From an optimization exercise on the open Yosys and OpenROAD flow, aimed at small area; shortcuts taken in it are not production practice. In this exercise RTL edits were held to simulation tests only and were not proved equivalent to the original. Power is estimated from default activity; no workload was simulated.

==> flow/design.v <==
module spi_flash_slave #(
    parameter int          P_MEM_DEPTH   = 256,
    parameter int          P_PROG_CYCLES = 64,
    parameter logic [23:0] P_JEDEC_ID    = 24'hEF4018
) (
    input  logic clk,
    input  logic rst,
    input  logic i_spi_cs,
    input  logic i_spi_clk,
    input  logic i_spi_mosi,
    output logic o_spi_miso,
    output logic o_busy,
    output logic o_wel
);
    localparam logic [7:0] OP_WREN  = 8'h06;
    localparam logic [7:0] OP_WRDI  = 8'h04;
    localparam logic [7:0] OP_RDSR  = 8'h05;
    localparam logic [7:0] OP_JEDEC = 8'h9F;
    localparam logic [7:0] OP_READ  = 8'h03;
    localparam logic [7:0] OP_PP    = 8'h02;
    localparam logic [7:0] OP_CE    = 8'hC7;
    typedef enum logic [3:0] {
        ST_IDLE    = 4'd0,
        ST_CMD     = 4'd1,
        ST_ADDR_RD = 4'd2,
        ST_ADDR_PP = 4'd3,
        ST_OUT_SR  = 4'd4,
        ST_OUT_ID  = 4'd5,
        ST_OUT_RD  = 4'd6,
        ST_DIN     = 4'd7,
        ST_DIN_ANY = 4'd8,
        ST_W_WREN  = 4'd9,
        ST_W_WRDI  = 4'd10,
        ST_W_CE    = 4'd11,
        ST_IGNORE  = 4'd12
    } state_t;
    state_t state_r;
    logic [2:0] cs_sync_r, sclk_sync_r;
    logic [1:0] mosi_sync_r;
    logic [4:0] cnt_r;
    logic [6:0] shift_r;
    logic [7:0] addr_r;
    logic [1:0] id_idx_r;
    logic       busy_cap_r, miso_r, busy_r, wel_r;
    logic [7:0] busy_cnt_r;
    logic [7:0] wbuf_r;
    logic       wpend_r;
    logic [3:0] rot_r;
    logic [15:0][15:0][7:0] ring_r;
    logic       cs_s, cs_fall_s, sclk_rise_s, sclk_fall_s, mosi_s, prog_we_s, erase_s, hit_s;
    logic [7:0] shift_full_s;
    logic       out_bit_s;
    assign cs_s         = cs_sync_r[1];
    assign cs_fall_s    = cs_sync_r[2] & ~cs_sync_r[1];
    assign sclk_rise_s  = ~sclk_sync_r[2] & sclk_sync_r[1];
    assign sclk_fall_s  = sclk_sync_r[2] & ~sclk_sync_r[1];
    assign mosi_s       = mosi_sync_r[1];
    assign shift_full_s = {shift_r, mosi_s};
    assign erase_s      = busy_r & busy_cnt_r[7];
    assign prog_we_s    = ((state_r == ST_DIN) || (state_r == ST_DIN_ANY)) && !cs_s && sclk_rise_s
                          && (cnt_r[2:0] == 3'd7);
    assign hit_s        = wpend_r && (addr_r[7:4] == ~rot_r);
    function automatic state_t decode_op(input logic [7:0] op, input logic busy, input logic wel);
        state_t st;
        if (busy && (op != OP_RDSR)) begin
            st = ST_IGNORE;
        end else begin
            case (op)
                OP_WREN:  st = ST_W_WREN;
                OP_WRDI:  st = ST_W_WRDI;
                OP_CE:    st = ST_W_CE;
                OP_RDSR:  st = ST_OUT_SR;
                OP_JEDEC: st = ST_OUT_ID;
                OP_READ:  st = ST_ADDR_RD;
                OP_PP:    st = wel ? ST_ADDR_PP : ST_IGNORE;
                default:  st = ST_IGNORE;
            endcase
        end
        decode_op = st;
    endfunction
    logic [7:0] id_s;
    always_comb begin
        case (id_idx_r)
            2'd0:    id_s = P_JEDEC_ID[23:16];
            2'd1:    id_s = P_JEDEC_ID[15:8];
            2'd2:    id_s = P_JEDEC_ID[7:0];
            default: id_s = 8'h00;
        endcase
    end
    logic [3:0] pos_s;
    logic [15:0][7:0] col_s;    
    logic       b7_s;
    logic [6:0] pre_r;
    assign pos_s = addr_r[7:4] + rot_r;
    assign col_s = ring_r[addr_r[3:0]];
    assign b7_s  = col_s[pos_s][7];
    function automatic logic [3:0] tap4(input logic [3:0] p);    
        tap4 = p[3] ? 4'd10 : (p[2] ? 4'd5 : 4'd0);
    endfunction
    always_ff @(posedge clk) begin
        if (pos_s[0] == 1'b0)      pre_r[6] <= col_s[{pos_s[3:1], 1'b0}][6];
        if (pos_s[1:0] == 2'b00)   pre_r[5] <= col_s[{pos_s[3:2], 2'b00}][5];
        if (pos_s == 4'd0 || pos_s == 4'd5 || pos_s == 4'd10)
                                   pre_r[4] <= col_s[tap4(pos_s)][4];
        if (pos_s[2:0] == 3'b000) begin
            pre_r[3] <= col_s[{pos_s[3], 3'b000}][3];
            pre_r[2] <= col_s[{pos_s[3], 3'b000}][2];
            pre_r[1] <= col_s[{pos_s[3], 3'b000}][1];
            pre_r[0] <= col_s[{pos_s[3], 3'b000}][0];
        end
    end
    always_comb begin
        case (state_r)
            ST_OUT_SR: out_bit_s = (cnt_r[2:0] == 3'd6) ? wel_r :
                                   (cnt_r[2:0] == 3'd7) ? busy_cap_r : 1'b0;
            ST_OUT_ID: out_bit_s = id_s[~cnt_r[2:0]];
            default:   out_bit_s = (cnt_r[2:0] == 3'd0) ? b7_s : pre_r[~cnt_r[2:0]];
        endcase
    end
    state_t     state_n;
    logic       miso_n, busy_n, wel_n;
    logic [4:0] cnt_n;
    logic [7:0] busy_cnt_n;
    always_comb begin
        state_n    = state_r;
        miso_n     = miso_r;
        busy_n     = busy_r;
        wel_n      = wel_r;
        cnt_n      = cnt_r;
        busy_cnt_n = busy_cnt_r;
        if (busy_r) begin
            busy_cnt_n = busy_cnt_r - 8'd1;
            if (busy_cnt_r == 8'd0) busy_n = 1'b0;
        end
        if ((state_r != ST_IDLE) && cs_s) begin
            state_n = ST_IDLE;
            miso_n  = 1'b1;
            cnt_n   = 5'd0;
            case (state_r)
                ST_W_WREN: wel_n = 1'b1;
                ST_W_WRDI: wel_n = 1'b0;
                ST_W_CE: begin
                    if (wel_r) begin
                        busy_n     = 1'b1;
                        busy_cnt_n = 8'd255;
                        wel_n      = 1'b0;
                    end
                end
                ST_DIN_ANY: begin
                    busy_n     = 1'b1;
                    busy_cnt_n = 8'd63;
                    wel_n      = 1'b0;
                end
                default: ;
            endcase
        end else begin
            case (state_r)
                ST_IDLE: begin
                    if (cs_fall_s) begin
                        state_n = ST_CMD;
                        cnt_n   = 5'd0;
                        miso_n  = 1'b1;
                    end
                end
                ST_CMD: begin
                    if (sclk_rise_s) begin
                        if (cnt_r[2:0] == 3'd7) begin
                            state_n = decode_op(shift_full_s, busy_r, wel_r);
                            cnt_n   = 5'd0;
                        end else begin
                            cnt_n = cnt_r + 5'd1;
                        end
                    end
                end
                ST_ADDR_RD, ST_ADDR_PP: begin
                    if (sclk_rise_s) begin
                        if (cnt_r == 5'd23) begin
                            cnt_n   = 5'd0;
                            state_n = (state_r == ST_ADDR_RD) ? ST_OUT_RD : ST_DIN;
                        end else begin
                            cnt_n = cnt_r + 5'd1;
                        end
                    end
                end
                ST_OUT_SR, ST_OUT_ID, ST_OUT_RD: begin
                    if (sclk_fall_s) begin
                        miso_n     = out_bit_s;
                        cnt_n[2:0] = cnt_r[2:0] + 3'd1;
                    end
                end
                ST_DIN, ST_DIN_ANY: begin
                    if (sclk_rise_s) begin
                        if (cnt_r[2:0] == 3'd7) begin
                            state_n    = ST_DIN_ANY;
                            cnt_n[2:0] = 3'd0;
                        end else begin
                            cnt_n[2:0] = cnt_r[2:0] + 3'd1;
                        end
                    end
                end
                default: ;
            endcase
        end
    end
    always_ff @(posedge clk or negedge rst) begin
        if (!rst) begin
            state_r     <= ST_IDLE;
            cs_sync_r   <= 3'b111;
            sclk_sync_r <= 3'b000;
            miso_r      <= 1'b1;
            busy_r      <= 1'b0;
            wel_r       <= 1'b0;
        end else begin
            cs_sync_r   <= {cs_sync_r[1:0], i_spi_cs};
            sclk_sync_r <= {sclk_sync_r[1:0], i_spi_clk};
            state_r     <= state_n;
            miso_r      <= miso_n;
            busy_r      <= busy_n;
            wel_r       <= wel_n;
        end
    end
    always_ff @(posedge clk) begin
        mosi_sync_r <= {mosi_sync_r[0], i_spi_mosi};
        cnt_r       <= cnt_n;
        busy_cnt_r  <= busy_cnt_n;
        rot_r       <= erase_s ? 4'd0 : rot_r + 4'd1;
        if ((state_r == ST_CMD) && !cs_s && sclk_rise_s && (cnt_r[2:0] == 3'd7)) begin
            busy_cap_r <= busy_r;
            id_idx_r   <= 2'd0;
        end else if (((state_r == ST_OUT_SR) || (state_r == ST_OUT_ID)) && !cs_s && sclk_fall_s
                     && (cnt_r[2:0] == 3'd7)) begin
            busy_cap_r <= busy_r;
            if (id_idx_r != 2'd3) id_idx_r <= id_idx_r + 2'd1;
        end
        if (((state_r == ST_CMD) || (state_r == ST_DIN) || (state_r == ST_DIN_ANY)) && !cs_s && sclk_rise_s)
            shift_r <= shift_full_s[6:0];
        if (((state_r == ST_ADDR_RD) || (state_r == ST_ADDR_PP)) && !cs_s && sclk_rise_s)
            addr_r <= {addr_r[6:0], mosi_s};
        else if ((state_r == ST_OUT_RD) && !cs_s && sclk_fall_s && (cnt_r[2:0] == 3'd7))
            addr_r <= addr_r + 8'd1;
        else if (hit_s)
            addr_r <= addr_r + 8'd1;
        if (prog_we_s) wbuf_r <= shift_full_s;
        wpend_r <= prog_we_s | (wpend_r & ~hit_s & ~erase_s);
    end
    always_ff @(posedge clk) begin
        for (int r = 0; r < 16; r++) begin
            for (int k = 1; k < 16; k++) ring_r[r][k] <= ring_r[r][k-1];
            if (erase_s)
                ring_r[r][0] <= 8'hFF;
            else if (hit_s && (addr_r[3:0] == 4'(r)))
                ring_r[r][0] <= ring_r[r][15] & wbuf_r;
            else
                ring_r[r][0] <= ring_r[r][15];
        end
    end
    assign o_spi_miso = miso_r;
    assign o_busy     = busy_r;
    assign o_wel      = wel_r;
endmodule
==> flow/run.sh <==
#!/bin/bash
# synth_recipe.tcl (not shown) runs the flow's synth.tcl, then flattens the netlist and writes it again
# the make line also repeats each setting of config.mk as NAME=value (left out here)
make -C /OpenROAD-flow-scripts/flow DESIGN_CONFIG=/design/flow/config.mk WORK_HOME=/design/flow/orfs CLKGATE_MAP_FILE= SYNTH_SCRIPT=/design/flow/synth_recipe.tcl finish
==> flow/config.mk <==
export PLATFORM = sky130hd
export DESIGN_NAME = spi_flash_slave
export DESIGN_NICKNAME = spi_flash_slave
export VERILOG_FILES = /design/flow/design.v
export SDC_FILE = /design/flow/constraint.sdc
export NUM_CORES = 4
export LEC_CHECK = 0
export CAP_MARGIN = 20
export CORE_MARGIN = 2
export CORE_UTILIZATION = 35
export PLACE_DENSITY = 0.45
export SLEW_MARGIN = 20
==> flow/constraint.sdc <==
create_clock -name core_clock -period 10.0 [get_ports {clk}]
set_input_delay 2.0000 -clock core_clock [delete_from_list [all_inputs] [get_ports {clk}]]
set_output_delay 2.0000 -clock core_clock [all_outputs]
set_load 0.01 [all_outputs]
==> results list, run 1 <==
- Area of all sequential standard cells: 42700 um^2
* Clk pwr share: 38.8%
* Start-to-end type of the worst setup path: flop to output port
* Chain of cells forming the critical path: clkdlybuf4s50_1
- After clock tree synthesis, the clock-pin slew on the worst setup and hold paths is 0.06 ns.
- Power spread over the standard cell area amounts to 334 nW/um^2.
- Maximum achievable frequency: 241 MHz
- Maximum clock path buffer count: 3
- The worst setup path is launched from a flop.
- Row Count: 139
- Maximum resistive drop on vdd: 0.180 mV
- Full die area: 148000 um^2
- Dividing the final minimum period by the clock period gives 41.5%.
- After layout, the minimum clock period comes to 4.15 ns.
- First-iteration detailed-routing DRC count: 1391
- Mapped Nets: 3115
- The share of total power dissipated in combinational logic is 5.6%.
- Largest clock skew in the final design: 0.0458 ns
- The H-tree generated during clock tree synthesis spans 4 levels.
- Internal power comes to 15.6 mW.
- Crit path max-delay family: flip-flops
* Post-CTS setup buffer count: 0
* Proportion of register bits with asynchronous set or reset after synthesis: 0.615%
- Path type of the worst min-delay path: flop to flop
* Setup TNS: 0 ns
* Number of I/O port buffers: 7
* Net Sw Power: 4.50 mW
- Net switching is 22.3% of the power.
- Pleak: 24.2 nW
* Layout overhead on the synthesized area: 18.5%
- Post-CTS repair changed the size of 0 cells.
* CORE AREA: 144000 um^2
- Worst hold margin: 0.289 ns
- Count of non-filler cells in the finished layout: 5304
- Final wirelength: 100000 um
- Portion of total power attributed to sequential cells: 55.6%
- Count of warnings emitted by yosys: 1
- The largest single stage delay on the critical path is 0.72 ns.
- Of the synthesized area, sequential elements account for 83.9%.
- After the last flow step, the layout net total stands at 3258.
* Netlist area before placement: 50900 um^2
* Slew Limit Headroom: 26.1%
* Arrival time reported for the critical path endpoint: 2.15 ns
- Entering global routing, the biggest net connects 123 pins.
* Number of distinct library cells after synthesis: 61
* Total number of vias: 22800
- Max-slew violation total from the final report: 0
- In the final layout, the multi-input gates occupy 7690 um^2.
- With fillers left out, the area of the finished cells amounts to 60300 um^2.
- Outcome: no timing/DRC/antenna violations
* Number of standard cells after synthesis: 3090
* I/O Pins: 8
* Worst-path maximum fanout: 13
- After synthesis the netlist holds a flip-flop and latch count of 2114.
- At the placement stage, the worst setup path has a slack of 5.94 ns.
* Number of synthesized flops with an enable pin: 31
- Once detail routing completed, the nets flagged for antenna violations numbered 0.
* Count of buffering cells on the critical path with inverters included: 1
* Mean routed wirelength per cell: 18.9 um
* Congestion Overflow GR: 0
- TritonCTS Sinks: 2114
- In this run, post-CTS hold repair placed 0 buffers.
- The library cells used most frequently in the layout, excluding fill and tap cells, are sky130_fd_sc_hd__dfxtp_1 (2070), sky130_fd_sc_hd__clkbuf_16 (207), sky130_fd_sc_hd__nand2_1 (187).
* PnR worst setup slack: 5.85 ns
* Endpoints failing setup: 0
- CTS tree: yes
* Actual transition at the worst max-transition pin: 1.11 ns
- TritonCTS created 199 clock buffers.
- Cell with the largest stage delay on the worst path: sky130_fd_sc_hd__dfrtp_1
- Using the TritonRoute via totals, the vias-per-cell ratio works out to 4.30.
- Filler Cells Inserted: 12900
- STA puts the critical path data required time at 8.00 ns.
- Initial core utilization: 35.3%
- Global Route Usage Sum: 13.8%
* Die height: 385 um
- Latest clock arrival within the worst-skew pair: 0.81 ns
- STA classifies the critical path endpoint as an output port.
- The root buffer cell chosen for the clock tree is sky130_fd_sc_hd__clkbuf_16.
- The die is 385 um wide.
* Most common cell after layout, fill and taps aside: sky130_fd_sc_hd__dfxtp_1
- The pre-antenna-repair detailed-routing pass consisted of 7 iterations.
- Once placement completed, the tool counted placed cells totaling 4935.
- Setup repair after global routing missed its margin: no
- Via count of the first global-routing pass: 23600
* Top_reg_cell synth: sky130_fd_sc_hd__dfxtp_1
* Remaining design rule violation count: 0
* Wire length of the first global-routing pass: 151000 um
- GPL Wtd Cong: 0.820
* Proportion of layout cells with a drive suffix above 1: 16.5%
- Across the run, the number of max-cap violations was 0.
- Dividing the synthesized area by the synthesized cell count gives 16.5 um^2.
- The total count of hold-check failures in the final report was 0.
- Detailed-placement wirelength estimate: 60400 um
* Area after detailed placement: 53200 um^2
- Initial antenna violation count: 11
flip-flops by register name, summed over array words and instances, names as in the netlist:
name,flops
cs_sync_r,3
state_r,4
wpend_r,1
sclk_sync_r,3
busy_r,1
wel_r,1
wbuf_r,8
miso_r,1
cnt_r,5
id_idx_r,2
mosi_sync_r,2
busy_cnt_r,8
shift_r,7
ring_r,2048
rot_r,4
busy_cap_r,1
pre_r,7
addr_r,8
routing by layer:
| metal | GRT usage, % | routed length, um | vias to the layer above |
|---|---|---|---|
| li1 | - | - | 10800 |
| met1 | 19.0 | 47900 | 11300 |
| met2 | 20.8 | 44600 | 527 |
| met3 | 3.18 | 4880 | 209 |
| met4 | 5.77 | 3070 | 0 |
| met5 | 0 | 0 | - |
area by class of cell:
| class | count | share of cell area, % |
|---|---|---|
| diodes | 5 | 0.0208 |
| repair buffers | 40 | 0.554 |
| flip-flops and latches | 2114 | 70.8 |
| inverters | 20 | 0.125 |
| clock inverters | 75 | 1.84 |
| well taps | 1903 | 3.95 |
| multi-input cells | 858 | 12.8 |
| clock buffers | 289 | 9.92 |
cells by family (layout without fill, tap and decap cells):
kind of cell             after synthesis  count (layout)  synth area share (%)
AO/OA/AOI/OAI                        278             278                  3.18
XOR/XNOR                              15              15                 0.258
adder cells (fa/ha/maj)               20              20                 0.507
buffers and inverters                118             424                  1.02
flip-flops                          2114            2114                  83.9
multiplexers                         202             202                  8.20
other                                  0               5                     0
AND/OR/NAND/NOR                      343             343                  2.93
synth_stat cells (4+ instances only):
cell type,n,share of area (%)
sky130_fd_sc_hd__nand2_1,188,1.4
sky130_fd_sc_hd__mux2_2,10,0.22
sky130_fd_sc_hd__xnor2_1,8,0.14
sky130_fd_sc_hd__o211ai_1,7,0.10
sky130_fd_sc_hd__dfxtp_1,2070,81
sky130_fd_sc_hd__nor2_1,56,0.41
sky130_fd_sc_hd__nor3b_1,4,0.059
sky130_fd_sc_hd__o41ai_1,5,0.086
sky130_fd_sc_hd__a31oi_1,10,0.12
sky130_fd_sc_hd__a22oi_1,4,0.059
sky130_fd_sc_hd__clkbuf_1,60,0.44
sky130_fd_sc_hd__buf_4,9,0.13
sky130_fd_sc_hd__inv_1,20,0.15
sky130_fd_sc_hd__nand3_1,31,0.30
sky130_fd_sc_hd__mux4_2,171,7.6
sky130_fd_sc_hd__edfxtp_1,31,1.8
sky130_fd_sc_hd__or4_1,4,0.059
sky130_fd_sc_hd__nor3_1,19,0.19
sky130_fd_sc_hd__a22o_1,4,0.069
sky130_fd_sc_hd__a211oi_1,7,0.10
sky130_fd_sc_hd__ha_1,19,0.47
sky130_fd_sc_hd__o22ai_1,9,0.11
sky130_fd_sc_hd__a21oi_1,35,0.34
sky130_fd_sc_hd__nor2b_1,7,0.086
sky130_fd_sc_hd__o21ai_0,161,1.6
sky130_fd_sc_hd__and3_1,4,0.049
sky130_fd_sc_hd__nand2b_1,9,0.11
sky130_fd_sc_hd__xor2_1,7,0.12
sky130_fd_sc_hd__dfrtp_1,9,0.44
sky130_fd_sc_hd__and2_1,5,0.061
sky130_fd_sc_hd__mux2i_1,21,0.41
sky130_fd_sc_hd__buf_2,20,0.20
sky130_fd_sc_hd__buf_1,7,0.052
sky130_fd_sc_hd__dfstp_2,4,0.21
per-stage QoR:
step	utilization [%]	total power, mW
floorplan	-	11.8
global placement	36.9	12.5
detailed placement	36.9	12.5
CTS	41.9	20.4
global route	41.9	21.0
finish	41.9	20.2
path summary, 6_finish.rpt:
| path | startpoint | end | slack [ns] | cells after the start |
|---|---|---|---|---|
| max in group asynchronous | rst | state_r[3] | 7.84 | 1 |
| worst min-delay path | ring_r[1860] | ring_r[1868] | 0.29 | 0 |
| worst max-delay path | busy_r | o_busy | 5.85 | 1 |
| min in group asynchronous | rst | sclk_sync_r[2] | 1.66 | 1 |
| worst max register to register | addr_r[0] | miso_r | 6.25 | 9 |
| worst min register to register | ring_r[1860] | ring_r[1868] | 0.29 | 0 |
power by group through the flow:
stage               Sequential, mW  Clock [mW]  Combinational [mW]
floorplan                     11.0           0               0.770
detailed placement            11.4           0                1.12
global placement              11.4           0                1.11
global route                  11.4        8.40                1.23
finish                        11.2        7.82                1.12
CTS                           11.2        8.04                1.13
==> run 2, diff against run 1 <==
--- a/flow/design.v
+++ b/flow/design.v
@@ -90,22 +90,66 @@
     logic [3:0] pos_s;
-    logic [15:0][7:0] col_s;    
+    logic [6:0] pre_r;
+    logic [1:0] c7_r;
+    logic [6:0] tg7_s;          
+    logic [3:0] pos7_s;
     logic       b7_s;
-    logic [6:0] pre_r;
-    assign pos_s = addr_r[7:4] + rot_r;
-    assign col_s = ring_r[addr_r[3:0]];
-    assign b7_s  = col_s[pos_s][7];
-    function automatic logic [3:0] tap4(input logic [3:0] p);    
-        tap4 = p[3] ? 4'd10 : (p[2] ? 4'd5 : 4'd0);
-    endfunction
+    assign pos_s  = addr_r[7:4] + rot_r;
+    assign tg7_s  = (state_r != ST_OUT_RD) ? addr_r[6:0] :
+                    (cnt_r[2:0] != 3'd0)   ? addr_r[7:1] + 7'(addr_r[0]) : addr_r[7:1];
+    assign pos7_s = tg7_s[6:3] + rot_r;
+    assign b7_s   = addr_r[0] ? c7_r[1] : c7_r[0];
+    logic [15:0] r_oh;
+    logic [7:0]  g7_oh, t7_oh, t6_oh;
+    logic [3:0]  t5_oh;
+    logic [2:0]  t4_oh;
+    logic [1:0]  t0_oh;
+    logic [1:0]  v7_s;
+    logic [6:0]  v_s;
+    assign r_oh  = 16'd1 << addr_r[3:0];
+    assign g7_oh = 8'd1 << tg7_s[2:0];
+    assign t7_oh = 8'd1 << pos7_s[3:1];
+    assign t6_oh = 8'd1 << pos_s[3:1];
+    assign t5_oh = 4'd1 << pos_s[3:2];
+    assign t4_oh = {pos_s[3], ~pos_s[3] & pos_s[2], ~pos_s[3] & ~pos_s[2]};    
+    assign t0_oh = {pos_s[3], ~pos_s[3]};                                      
+    always_comb begin
+        logic u;
+        v7_s = '0;
+        v_s  = '0;
+        for (int x = 0; x < 2; x++) begin
+            for (int j = 0; j < 8; j++) begin
+                u = 1'b0;
+                for (int g = 0; g < 8; g++) u = u | (g7_oh[g] & ring_r[2*g+x][2*j][7]);
+                v7_s[x] = v7_s[x] | (t7_oh[j] & u);
+            end
+        end
+        for (int j = 0; j < 8; j++) begin
+            u = 1'b0;
+            for (int r = 0; r < 16; r++) u = u | (r_oh[r] & ring_r[r][2*j][6]);
+            v_s[6] = v_s[6] | (t6_oh[j] & u);
+        end
+        for (int j = 0; j < 4; j++) begin
+            u = 1'b0;
+            for (int r = 0; r < 16; r++) u = u | (r_oh[r] & ring_r[r][4*j][5]);
+            v_s[5] = v_s[5] | (t5_oh[j] & u);
+        end
+        for (int j = 0; j < 3; j++) begin
+            u = 1'b0;
+            for (int r = 0; r < 16; r++) u = u | (r_oh[r] & ring_r[r][5*j][4]);
+            v_s[4] = v_s[4] | (t4_oh[j] & u);
+        end
+        for (int b = 0; b < 4; b++) begin
+            for (int j = 0; j < 2; j++) begin
+                u = 1'b0;
+                for (int r = 0; r < 16; r++) u = u | (r_oh[r] & ring_r[r][8*j][b]);
+                v_s[b] = v_s[b] | (t0_oh[j] & u);
+            end
+        end
+    end
     always_ff @(posedge clk) begin
-        if (pos_s[0] == 1'b0)      pre_r[6] <= col_s[{pos_s[3:1], 1'b0}][6];
-        if (pos_s[1:0] == 2'b00)   pre_r[5] <= col_s[{pos_s[3:2], 2'b00}][5];
-        if (pos_s == 4'd0 || pos_s == 4'd5 || pos_s == 4'd10)
-                                   pre_r[4] <= col_s[tap4(pos_s)][4];
-        if (pos_s[2:0] == 3'b000) begin
-            pre_r[3] <= col_s[{pos_s[3], 3'b000}][3];
-            pre_r[2] <= col_s[{pos_s[3], 3'b000}][2];
-            pre_r[1] <= col_s[{pos_s[3], 3'b000}][1];
-            pre_r[0] <= col_s[{pos_s[3], 3'b000}][0];
-        end
+        if (pos7_s[0] == 1'b0)                              c7_r     <= v7_s;
+        if (pos_s[0] == 1'b0)                               pre_r[6] <= v_s[6];
+        if (pos_s[1:0] == 2'b00)                            pre_r[5] <= v_s[5];
+        if (pos_s == 4'd0 || pos_s == 4'd5 || pos_s == 4'd10) pre_r[4] <= v_s[4];
+        if (pos_s[2:0] == 3'b000)                           pre_r[3:0] <= v_s[3:0];
     end
==> flow/flow/run.sh (new file) <==
#!/bin/bash
# Standard ORFS layout (the standard.sh), with clock tree synthesis told not to add dummy
# loads and to build its leaf clusters from clkbuf_8 cells. Each tool's output is in
# orfs/logs/; make's own output is in make_finish.log.
set -euo pipefail
export CTS_ARGS="-sink_clustering_enable -repair_clock_nets -dont_use_dummy_load -sink_clustering_size 18 -sink_clustering_max_diameter 50 -buf_list sky130_fd_sc_hd__clkbuf_8"
bash standard.sh finish > make_finish.log 2>&1
==> flow/standard.sh (new file) <==
#!/bin/bash
# synth_recipe.tcl (not shown) runs the flow's synth.tcl, then flattens the netlist and writes it again
# the make line also repeats each setting of config.mk as NAME=value (left out here)
make -C /OpenROAD-flow-scripts/flow DESIGN_CONFIG=/design/flow/config.mk WORK_HOME=/design/flow/orfs CLKGATE_MAP_FILE= SYNTH_SCRIPT=/design/flow/synth_recipe.tcl "${@:-finish}"
--- a/flow/config.mk
+++ b/flow/config.mk
@@ -9,4 +9,4 @@
 export CORE_MARGIN = 2
-export CORE_UTILIZATION = 35
-export PLACE_DENSITY = 0.45
+export CORE_UTILIZATION = 55
+export PLACE_DENSITY = 0.65
 export SLEW_MARGIN = 20
removed: flow/run.sh
==> results list, run 2 <==
- Of the synthesized area, sequential elements account for 85.8%.
- Biggest register: ring_r
- For this design, the sink count on the clock tree is 2116.
- Required time of the critical path: 10.58 ns
- Leading cell type by number of instances after synthesis: sky130_fd_sc_hd__dfxtp_1
- Commonest cells after routing, fill and taps aside: sky130_fd_sc_hd__dfxtp_1 (2070), sky130_fd_sc_hd__nand2_1 (224), sky130_fd_sc_hd__o21ai_0 (163)
* Cell Count Post-Placement: 4364
- For this run the aggregate overflow at the end of global routing stands at 0.
- Final wirelength: 97100 um
- Number of vias per cell: 5.12
* Max-slew violation total from the final report: 0
* Full die area: 93100 um^2
- The cell area that synthesis handed to floorplanning was 49900 um^2.
- Most frequent cells after synthesis: sky130_fd_sc_hd__dfxtp_1 (2070), sky130_fd_sc_hd__nand2_1 (225), sky130_fd_sc_hd__o21ai_0 (163), sky130_fd_sc_hd__clkbuf_1 (76), sky130_fd_sc_hd__a22oi_1 (61)
- First-iteration detailed-routing DRC count: 1725
- Detailed-routing iteration count for the pre-antenna-repair pass: 5
- Reg2Reg Launch Point: state_r[1]
* Post-CTS setup buffer count: 0
* Number of max-cap violations: 0
* Internal reg-to-reg setup slack: 5.59 ns
- For the final database, setup skew stands at 0.104 ns.
- Setup repair after global routing left no endpoint under its margin.
- Pleak: 21.6 nW
* Number of standard cells after synthesis: 3263
- For this run, the number of Yosys warnings is 1.
- The kind of cell with the highest combined delay along the critical path is simple AND/OR/NAND/NOR gates.
- After detailed routing, the number of remaining DRC violations is 0.
- Clock latency on the worst-skew pair, taken at its later pin, is 0.85 ns.
- Number of synthesized flops with an enable pin: 33
- In this run the most critical hold path is launched from ring_r[1712].
* Clock input transition at the sequential cells of the worst setup and hold paths: 0.10 ns
- Mean routed wirelength per cell: 21.5 um
* Crit path top cell by count: sky130_fd_sc_hd__a21oi_1
* Top_reg_cell synth: sky130_fd_sc_hd__dfxtp_1
- Global routing consumed, over all layers together, 21.0% of the routing resources.
- Based on the critical path, the design can be clocked at up to 227 MHz.
* GPL Wtd Cong: 0.844
- The biggest area contributor in the post-synthesis netlist is sky130_fd_sc_hd__dfxtp_1.
- Die X: 305 um
* Antenna-violating nets left: 0
- Number of distinct library cells after synthesis: 84
- Once the clock tree was built, the resizer swapped 0 gates to a different size.
- Maximum clock path buffer count: 3
- Maximum number of pins on one net before global-route repair: 78
- Initial antenna violation count: 3
- Count of endpoints failing hold in the final timing report: 0
* Flops & latches, synth: 2116
- Number of hold-repair buffers added at the cts stage: 0
* Via count of the first global-routing pass: 23600
- After synthesis, the share of cell area in mux cells is 1.47%.
- TritonCTS built the clock tree.
- Proportion of register bits with asynchronous set or reset after synthesis: 0.614%
- The placed instances occupy a cell area of 51100 um^2.
* Most common cell after layout, fill and taps aside: sky130_fd_sc_hd__dfxtp_1
- Simple-gate portion of the synthesized area: 4.09%
- Timing analysis after detailed placement gives a worst setup slack of 5.54 ns.
- For this run, the number of standard cells in the final layout without fillers is 4517.
- Number of H-tree branching levels: 4
- Outcome: no timing/DRC/antenna violations
- Synthesized-area fraction occupied by adder cells: 0.728%
- Measured in cells, the most critical reg-to-reg path has a length of 13.
- In this run the mean area of a mapped cell was 15.3 um^2.
* Total power after layout: 15.6 mW
- Path type of the worst min-delay path: flop to flop
- The initial utilization of the core area, before any placement, comes to 55.5%.
- Master cell of the clock root buffer: sky130_fd_sc_hd__clkbuf_8
- Count of buffering cells on the critical path with inverters included: 0
- The register with the most flip-flops in the layout has 2048 of them.
- Endpoints failing setup: 0
* Cell with the largest stage delay on the worst path: sky130_fd_sc_hd__dfrtp_1
* Row Count: 110
* Total number of vias: 23100
- Across the VDD grid, the largest voltage drop is 0.152 mV.
- PnR worst setup slack: 5.59 ns
* Power per cell area: 294 nW/um^2
* CP max stage delay: 0.80 ns
* Actual transition at the worst max-transition pin: 1.14 ns
- Slew Limit Headroom: 23.7%
- Clock period minus final worst setup slack: 4.41 ns
- Buffers inserted during clock tree synthesis total 148.
- Final Core Density: 59.2%
* Synth area leaders: sky130_fd_sc_hd__dfxtp_1 (83%), sky130_fd_sc_hd__edfxtp_1 (2.0%), sky130_fd_sc_hd__nand2_1 (1.7%)
- After layout, the worst path uses 44.1% of the clock period.
- CORE AREA: 89900 um^2
- In the final layout, the share of cells above drive strength 1 is 6.74%.
- Detailed-placement wirelength estimate: 59100 um
* Mapped Nets: 3295
- Setup TNS: 0 ns
- The top cell type by area accounts for 83.1% of the synthesized area.
- Hold-critical path endpoint: ring_r[1720]
* Depth of the critical timing path with buffers and inverters included: 13
- Type of destination of the critical path: flop
* Wire length of the first global-routing pass: 146000 um
* Layout overhead on the synthesized area: 6.67%
* Chain of cells forming the critical path: and4bb_1 > o21ai_0 > a22oi_1 > a21oi_1 > ha_1 > a21o_1 > a21oi_1 > xnor2_1 > xnor2_2 > nand2b_1 > o21bai_1 > a31oi_1 > or4_1
* Complex-gate fraction of the synthesized area: 6.50%
* Crit start category: flop
- At the worst endpoint, the arrival time is 5.00 ns.
* Cell count of the worst hold path: 0
- Of all nets on the critical path, the largest fanout is 23.
- In the final design database the tool counted 3370 nets.
* Capture point of the worst reg-to-reg path: c7_r[1]
* I/O Pins: 8
* Start-to-end type of the worst setup path: flop to flop
- Once layout is done, the placed cells without fillers occupy 53200 um^2.
- From bottom edge to top edge, the die measures 305 um.
- The tightest hold path in the finished design has a slack of 0.268 ns.
- Input and output buffers added on the ports amount to 7.
- After Yosys synthesis, XOR and XNOR cells account for 0.401% of the synthesized area.
* Main combinational cell family by area after synthesis: compound AO/OA/AOI/OAI gates
## run 2: changes by cell type in the layout (fill, tap and decap cells not counted), moves of 24 or more
cell	change
sky130_fd_sc_hd__clkbuf_1	-33
sky130_fd_sc_hd__a221oi_1	+47
sky130_fd_sc_hd__mux4_2	-169
sky130_fd_sc_hd__clkbuf_8	+99
sky130_fd_sc_hd__a22oi_1	+57
sky130_fd_sc_hd__clkbuf_16	-207
sky130_fd_sc_hd__nand2_1	+37
sky130_fd_sc_hd__a22o_1	+37
sky130_fd_sc_hd__a222oi_1	+24
sky130_fd_sc_hd__clkinv_2	-31
sky130_fd_sc_hd__nand4_1	+25
## run 2: power breakdown
group          switching, mW  internal, mW  total (mW)
clock                   2.35          1.33        3.68
sequential             0.620          10.2        10.8
combinational          0.715         0.442        1.16
total                   3.69          12.0        15.6
## run 2: worst max-delay path by stage
stage / from / to / slack (ns)
floorplan: addr_r[3] / c7_r[1] / 6.34
global route: state_r[1] / c7_r[1] / 5.25
detailed placement: state_r[1] / c7_r[1] / 5.54
global placement: state_r[1] / c7_r[1] / 5.49
CTS: state_r[1] / c7_r[1] / 5.59
finish: state_r[1] / c7_r[1] / 5.59
## run 2: cells by family (layout without fill, tap and decap cells)
family                     count (synthesis)  count (layout)
muxes                                     67              67
other                                      0               5
AOI/OAI and AO/OA                        476             476
buffers and inverters                    126             199
DFF                                     2116            2116
and+or+nand+nor                          428             428
xor gates and xnor gates                  22              22
adders and majority gates                 28              28
## run 2: final cells by class
class	instances	area [um^2]
diodes	5	12.5
clock buffers	148	2040
fillers	6823	36700
inverters	21	78.8
multi-input cells	1021	6590
flip-flops and latches	2116	42800
well taps	1176	1470
repair buffers	30	243
## run 2: routing by layer
| layer | vias up | GRT usage (%) | wire [um] |
|---|---|---|---|
| met3 | 161 | 4.13 | 4820 |
| met5 | - | 0 | 0 |
| met1 | 11400 | 29.8 | 46200 |
| met2 | 531 | 32.6 | 43700 |
| li1 | 11000 | - | - |
| met4 | 0 | 6.76 | 2350 |

afterwards: timing with drivers on the ports:
The flow's constraints put no driver on any port. The routed layouts listed below were extracted and timed again, unchanged, in two steps. Step 1 (the two cells are an assumption about what drives the block):
set clk [get_ports {clk}]
set_driving_cell -lib_cell sky130_fd_sc_hd__clkbuf_16 $clk
set_driving_cell -lib_cell sky130_fd_sc_hd__buf_2 [delete_from_list [all_inputs] $clk]
Step 2 also shifts input and output timing later by t, the mid clock arrival at the registers, as if the neighbouring blocks saw the same clock. a / b / c = no drivers / after step 1 / after step 2; a / b = the first two.
run | shift t [ns] | slack for setup (ns) | worst setup path after step 2 | latest minus earliest clock arrival (ns) | worst data-port slew with drivers (ns)
run 1 | 0.869 | 5.845 / 5.765 / 6.251 | register to register | 0.054 / 0.055 | 0.04
run 2 | 0.854 | 5.586 / 5.586 / 5.586 | register to register | 0.112 / 0.111 | 0.05
After both steps every run listed still meets setup and hold.
